What follows belongs to an exercise in optimizing a design on an open flow for small area and a short achievable clock period; a production flow would make more cautious choices. At most, simulation tests tie the RTL to the original design; equivalence was not proved.

==> flow/design.v (excerpt) <==
module wallaceMulTop (
	input  logic        clk,
	input  logic        arstN,
	input  logic        reqValid,
	input  logic [15:0] reqOpA,
	input  logic [15:0] reqOpB,
	output logic        respValid,
	output logic [31:0] respProduct
);
export LEC_CHECK = 0
export ABC_CLOCK_PERIOD_IN_PS = 2500
export CAP_MARGIN = 20
export CORE_MARGIN = 2
export CORE_UTILIZATION = 60
export SETUP_SLACK_MARGIN = 2.1
export SLEW_MARGIN = 20
export SYNTH_HIERARCHICAL = 1
create_clock -name core_clock -period 4.3 [get_ports {clk}]
standard.sh (not shown) runs the stock make flow with config.mk's settings and CLKGATE_MAP_FILE= SYNTH_SCRIPT=/design/flow/synth_recipe.tcl, a recipe that flattens the netlist after the stock synthesis.
==> flow/flow/run.sh <==
#!/bin/bash
# The standard layout (standard.sh, unchanged synthesis) with two changes:
# the port buffers are plain buf_2 cells instead of the delay buffers that
# buffer_ports picks by default, and the clock tree is built from clkbuf_8 cells without dummy loads.
set -euo pipefail
export BUFFER_PORTS_ARGS="-buffer_cell sky130_fd_sc_hd__buf_2"
export CTS_ARGS="-sink_clustering_enable -repair_clock_nets -buf_list sky130_fd_sc_hd__clkbuf_8 -dont_use_dummy_load -sink_clustering_size 14 -sink_clustering_max_diameter 100"
bash standard.sh > standard.log 2>&1
==> next run, changes <==
- SETUP_SLACK_MARGIN: 2.1 -> 2.3
Result: Final area rises by a little under a tenth; hold slack is about the same; synthesized cell count stays the same; via count increases by a few percent; sequential share of layout area went down by 2.6 points; flip-flop and latch count is unchanged; global-route usage rises by 0.52 points; non-clock buffer count rose by 26.
==> next run, changes <==
--- a/flow/flow/run.sh
+++ b/flow/flow/run.sh
@@ -6,3 +6,3 @@
 export BUFFER_PORTS_ARGS="-buffer_cell sky130_fd_sc_hd__buf_2"
-export CTS_ARGS="-sink_clustering_enable -repair_clock_nets -buf_list sky130_fd_sc_hd__clkbuf_8 -dont_use_dummy_load -sink_clustering_size 14 -sink_clustering_max_diameter 100"
+export CTS_ARGS="-sink_clustering_enable -repair_clock_nets -buf_list sky130_fd_sc_hd__clkbuf_4 -dont_use_dummy_load -sink_clustering_size 8 -sink_clustering_max_diameter 50"
 bash standard.sh > standard.log 2>&1
- SETUP_SLACK_MARGIN: 2.3 -> 2.1
Outcome:
- The new run completed with no timing, DRC or antenna violations
- global-route usage stays flat
- clock skew came out higher by 22 ps
- setup slack gets better by 120 ps
- non-clock buffer count came out lower by 23
- die area does not change
==> next run, changes <==
--- a/flow/flow/run.sh
+++ b/flow/flow/run.sh
@@ -6,3 +6,3 @@
 export BUFFER_PORTS_ARGS="-buffer_cell sky130_fd_sc_hd__buf_2"
-export CTS_ARGS="-sink_clustering_enable -repair_clock_nets -buf_list sky130_fd_sc_hd__clkbuf_4 -dont_use_dummy_load -sink_clustering_size 8 -sink_clustering_max_diameter 50"
+export CTS_ARGS="-sink_clustering_enable -repair_clock_nets -buf_list sky130_fd_sc_hd__clkbuf_4 -dont_use_dummy_load -sink_clustering_size 10 -sink_clustering_max_diameter 60"
 bash standard.sh > standard.log 2>&1
After rerunning: Cell area is lower by 0.86%; area after synthesis is unchanged; die area stays the same.

wallaceMulTop again, from the RTL that the note above started with.
Settings: LEC_CHECK=0, ABC_CLOCK_PERIOD_IN_PS=2500, CAP_MARGIN=20, CORE_MARGIN=2, CORE_UTILIZATION=60, SETUP_SLACK_MARGIN=2.0, SLEW_MARGIN=20, SYNTH_HIERARCHICAL=1; clock period 4.3 ns.
==> flow/flow/run.sh <==
#!/bin/bash
# The standard layout (standard.sh, unchanged synthesis) with two changes:
# the port buffers are plain buf_2 cells instead of the delay buffers that
# buffer_ports picks by default, and the clock tree is built from clkbuf_8 cells without dummy loads.
set -euo pipefail
export BUFFER_PORTS_ARGS="-buffer_cell sky130_fd_sc_hd__buf_2"
export CTS_ARGS="-sink_clustering_enable -repair_clock_nets -buf_list sky130_fd_sc_hd__clkbuf_8 -dont_use_dummy_load -sink_clustering_size 14 -sink_clustering_max_diameter 100"
bash standard.sh > standard.log 2>&1
Then changed:
SETUP_SLACK_MARGIN = 1.9   (was 2.0)
The new run completed with no timing, DRC or antenna violations.
Critical path depth goes down by 2.
Synthesized cell count stays the same.
Die area does not change.
Routed wire length rose slightly.
First-iteration DRC count climbs by a quarter to a third.
Via count hardly moves.
Setup slack gets worse by 0.076 ns.
Final area is lower slightly.
Core utilization falls by 0.44 points.
Then changed:
SETUP_SLACK_MARGIN = 2.2   (was 1.9)
=> Clock skew hardly moves; sequential cell count does not change; core utilization goes up by 2.5 points; global-route usage shrinks by 0.45 points; via count barely changes; register-to-register slack gets better by 0.02 ns; clock-buffer cell count stays the same; design area grows by a few percent; worst setup slack gets better by 0.018 ns; die area is unchanged.

== garnet ==
wallaceMulTop, a different RTL version from the one above (not shown whole).
For scale: about 1400 cells after synthesis, ~210 flip-flops, ~13000 µm² of cells after synthesis.
make LEC_CHECK=0 ABC_CLOCK_PERIOD_IN_PS=2500 CAP_MARGIN=20 CORE_MARGIN=2 CORE_UTILIZATION=60 SETUP_SLACK_MARGIN=1.5 SLEW_MARGIN=20 SYNTH_HIERARCHICAL=1 finish   # period 4.3 ns
run.sh (not shown) runs the stock make flow with config.mk's settings and CLKGATE_MAP_FILE= SYNTH_SCRIPT=/design/flow/synth_recipe.tcl, a recipe that flattens the netlist after the stock synthesis.
Stock flow here: none of the scripts above is used.
garnet: no failed stages, no open violations at the end
The inputs of onyx differ from those of garnet as listed below.
==> flow/flow/run.sh (new file) <==
#!/bin/bash
# The standard layout (standard.sh, unchanged synthesis) with two changes:
# the port buffers are plain buf_2 cells instead of the delay buffers that
# buffer_ports picks by default, and the clock tree is built from clkbuf_4 and
# clkbuf_8 cells without dummy loads.
set -euo pipefail
export BUFFER_PORTS_ARGS="-buffer_cell sky130_fd_sc_hd__buf_2"
export CTS_ARGS="-sink_clustering_enable -repair_clock_nets -buf_list {sky130_fd_sc_hd__clkbuf_4 sky130_fd_sc_hd__clkbuf_8} -dont_use_dummy_load"
bash standard.sh > standard.log 2>&1
==> flow/standard.sh (new file) <==
#!/bin/bash
# synth_recipe.tcl (not shown) runs the flow's synth.tcl, then flattens the netlist and writes it again
# the make line also repeats each setting of config.mk as NAME=value (left out here)
make -C /OpenROAD-flow-scripts/flow DESIGN_CONFIG=/design/flow/config.mk WORK_HOME=/design/flow/orfs CLKGATE_MAP_FILE= SYNTH_SCRIPT=/design/flow/synth_recipe.tcl "${@:-finish}"
--- a/flow/config.mk
+++ b/flow/config.mk
@@ -12 +12 @@
-export SETUP_SLACK_MARGIN = 1.5
+export SETUP_SLACK_MARGIN = 2.1
removed: flow/run.sh
Notes after the runs:
The flow did not stop early for onyx: all stages ran, and the layout cleared the timing, DRC and antenna checks. First-pass GRT wire length improves in onyx relative to garnet. Number of ordinary and repair buffers in the finished layout (garnet / onyx): 1.3. Diff garnet -> onyx: DRC violation count after routing held steady, worst setup slack +0.48 ns, layout overhead on the synthesized area has decreased.
No functional check of the RTL was part of any run of this note.

Another version of the RTL of wallaceMulTop (not shown whole).
Settings: LEC_CHECK=0, ABC_CLOCK_PERIOD_IN_PS=2500, CAP_MARGIN=20, CORE_MARGIN=2, CORE_UTILIZATION=60, SLEW_MARGIN=20, SYNTH_HIERARCHICAL=1; clock period 4.3 ns.
Stock flow here: none of the scripts above is used.
The baseline went through all stages and came out clean.
Rerun with:
==> flow/flow/run.sh (new file) <==
#!/bin/bash
# The standard layout (standard.sh, unchanged synthesis) with two changes:
# the port buffers are plain buf_2 cells instead of the delay buffers that
# buffer_ports picks by default, and the clock tree is built from clkbuf_4 and
# clkbuf_8 cells without dummy loads.
set -euo pipefail
export BUFFER_PORTS_ARGS="-buffer_cell sky130_fd_sc_hd__buf_2"
export CTS_ARGS="-sink_clustering_enable -repair_clock_nets -buf_list {sky130_fd_sc_hd__clkbuf_4 sky130_fd_sc_hd__clkbuf_8} -dont_use_dummy_load"
bash standard.sh > standard.log 2>&1
==> flow/standard.sh (new file) <==
#!/bin/bash
# synth_recipe.tcl (not shown) runs the flow's synth.tcl, then flattens the netlist and writes it again
# the make line also repeats each setting of config.mk as NAME=value (left out here)
make -C /OpenROAD-flow-scripts/flow DESIGN_CONFIG=/design/flow/config.mk WORK_HOME=/design/flow/orfs CLKGATE_MAP_FILE= SYNTH_SCRIPT=/design/flow/synth_recipe.tcl "${@:-finish}"
SETUP_SLACK_MARGIN = 1.9   (was not set)
removed: flow/run.sh
=> The changed run passed the timing, DRC and antenna checks; cell area rises by 16%; global-route usage increases by 1.8 points; count of clock-buffer cells in the layout does not change; cell count rises by 12%; worst hold slack degrades by 0.16 ns; non-clock buffer count increases by 145; synthesized area is unchanged; first-iteration DRC count grows by 56%.
Rerun with:
SETUP_SLACK_MARGIN = 1.5   (was 1.9)
- The changed run completed with no timing, DRC or antenna violations
- hold slack gains 0.015 ns
- register-to-register slack loses 0.05 ns
- clock skew is about the same
- utilization fell by 13 points
Rerun with:
==> flow/run.sh (new file) <==
#!/bin/bash
# synth_recipe.tcl (not shown) runs the flow's synth.tcl, then flattens the netlist and writes it again
# the make line also repeats each setting of config.mk as NAME=value (left out here)
make -C /OpenROAD-flow-scripts/flow DESIGN_CONFIG=/design/flow/config.mk WORK_HOME=/design/flow/orfs CLKGATE_MAP_FILE= SYNTH_SCRIPT=/design/flow/synth_recipe.tcl finish
removed: flow/flow/run.sh
removed: flow/standard.sh
Worst hold slack improved by 0.15 ns.
Final cell count goes up slightly.
Via count goes up by a few percent.
Non-clock buffer count goes up by 3.
Wire length goes up by a few percent.
Register-to-register slack stays flat.
Clock skew goes down by 0.016 ns.
Synthesized cell count does not change.

wallaceMulTop with an RTL version that a note above also has.
Size: ~940 cells after synthesis, about 11,000 µm² of cells after synthesis.
==> flow/config.mk <==
export PLATFORM = sky130hd
export DESIGN_NAME = wallaceMulTop
export DESIGN_NICKNAME = wallaceMulTop
export VERILOG_FILES = /design/flow/design.v
export SDC_FILE = /design/flow/constraint.sdc
export NUM_CORES = 4
export LEC_CHECK = 0
export ABC_CLOCK_PERIOD_IN_PS = 1800
export CAP_MARGIN = 20
export CORE_MARGIN = 2
export CORE_UTILIZATION = 60
export SETUP_SLACK_MARGIN = 2.1
export SLEW_MARGIN = 20
export SYNTH_HIERARCHICAL = 1
==> flow/constraint.sdc <==
create_clock -name core_clock -period 4.3 [get_ports {clk}]
set_input_delay 0.8600 -clock core_clock [delete_from_list [all_inputs] [get_ports {clk}]]
set_output_delay 0.8600 -clock core_clock [all_outputs]
set_load 0.01 [all_outputs]
standard.sh (not shown) runs the stock make flow with config.mk's settings and CLKGATE_MAP_FILE= SYNTH_SCRIPT=/design/flow/synth_recipe.tcl, a recipe that flattens the netlist after the stock synthesis.
==> flow/flow/run.sh <==
#!/bin/bash
# The standard layout (standard.sh, unchanged synthesis) with two changes:
# the port buffers are plain buf_2 cells instead of the delay buffers that
# buffer_ports picks by default, and the clock tree is built from clkbuf_8 cells without dummy loads.
set -euo pipefail
export BUFFER_PORTS_ARGS="-buffer_cell sky130_fd_sc_hd__buf_2"
export CTS_ARGS="-sink_clustering_enable -repair_clock_nets -buf_list sky130_fd_sc_hd__clkbuf_8 -dont_use_dummy_load -sink_clustering_size 14 -sink_clustering_max_diameter 100"
bash standard.sh > standard.log 2>&1
Rerun with:
- ABC_CLOCK_PERIOD_IN_PS: 1800 -> 2500
- CORE_UTILIZATION: 60 -> 70
The changed run went through all stages and came out clean; clock-buffer cell count does not change; global-route usage increases by 5.7 points; critical path depth is unchanged; first-iteration DRC count went up by a quarter to a third; cell area barely changes; utilization went up by 12 points; die area falls by roughly a tenth.

-- port drivers added, routing unchanged --
In the flow no input, the clock included, has a driving cell. The finished layouts below were timed again as built, in two steps.
Step 1 sets driving cells, clkbuf_16 on the clock port and buf_2 on the other inputs (assumed; they add their load-dependent delay and slew).
Step 2 moves the port delays by t, midway between the first and last clock arrival at a register: inputs arrive t later, outputs are due t later. That takes back most of the time a late clock gives input paths.
Three values: ideal, step 1, step 2; two values: the first two.
run	shift t [ns]	slack for setup (ns)	hold slack, ns	worst setup path at the end	pins driven straight from the clock port
the first run of note 1	0.540	2.054 / 2.054 / 1.651	0.134 / 0.112 / 0.332	input to register	1
the second run of note 1	0.540	1.944 / 1.944 / 1.671	0.134 / 0.113 / 0.333	input to register	1
the third run of note 1	0.629	2.059 / 2.059 / 1.542	0.331 / 0.331 / 0.331	input to register	1
the fourth run of note 1	0.662	2.058 / 2.058 / 1.557	0.258 / 0.258 / 0.258	input to register	1
the first run of note 2	0.554	2.009 / 2.009 / 1.530	0.119 / 0.100 / 0.332	input to register	1
the second run of note 2	0.551	1.933 / 1.933 / 1.495	0.118 / 0.102 / 0.334	input to register	1
the third run of note 2	0.548	1.951 / 1.951 / 1.690	0.129 / 0.107 / 0.332	input to register	1
garnet	0.556	1.539 / 1.564 / 1.008	0.326 / 0.326 / 0.326	input to register	1
onyx	0.557	2.023 / 2.023 / 1.615	0.153 / 0.132 / 0.318	input to register	1
the first run of note 4	0.462	1.172 / 1.172 / 1.172	0.330 / 0.330 / 0.330	register to register	1
the second run of note 4	0.486	1.532 / 1.532 / 1.532	0.167 / 0.148 / 0.332	register to register	1
the third run of note 4	0.477	1.479 / 1.479 / 1.479	0.182 / 0.161 / 0.332	register to register	1
the fourth run of note 4	0.470	1.494 / 1.494 / 1.494	0.328 / 0.328 / 0.328	register to register	1
the first run of note 5	0.540	2.054 / 2.054 / 1.651	0.134 / 0.112 / 0.332	input to register	1
the second run of note 5	0.547	1.990 / 1.990 / 1.614	0.136 / 0.117 / 0.331	input to register	1
After both steps every run listed still meets setup and hold. For garnet, which loses most, drivers alone change the setup slack by +0.025 ns; drivers and shift together by -0.531 ns.
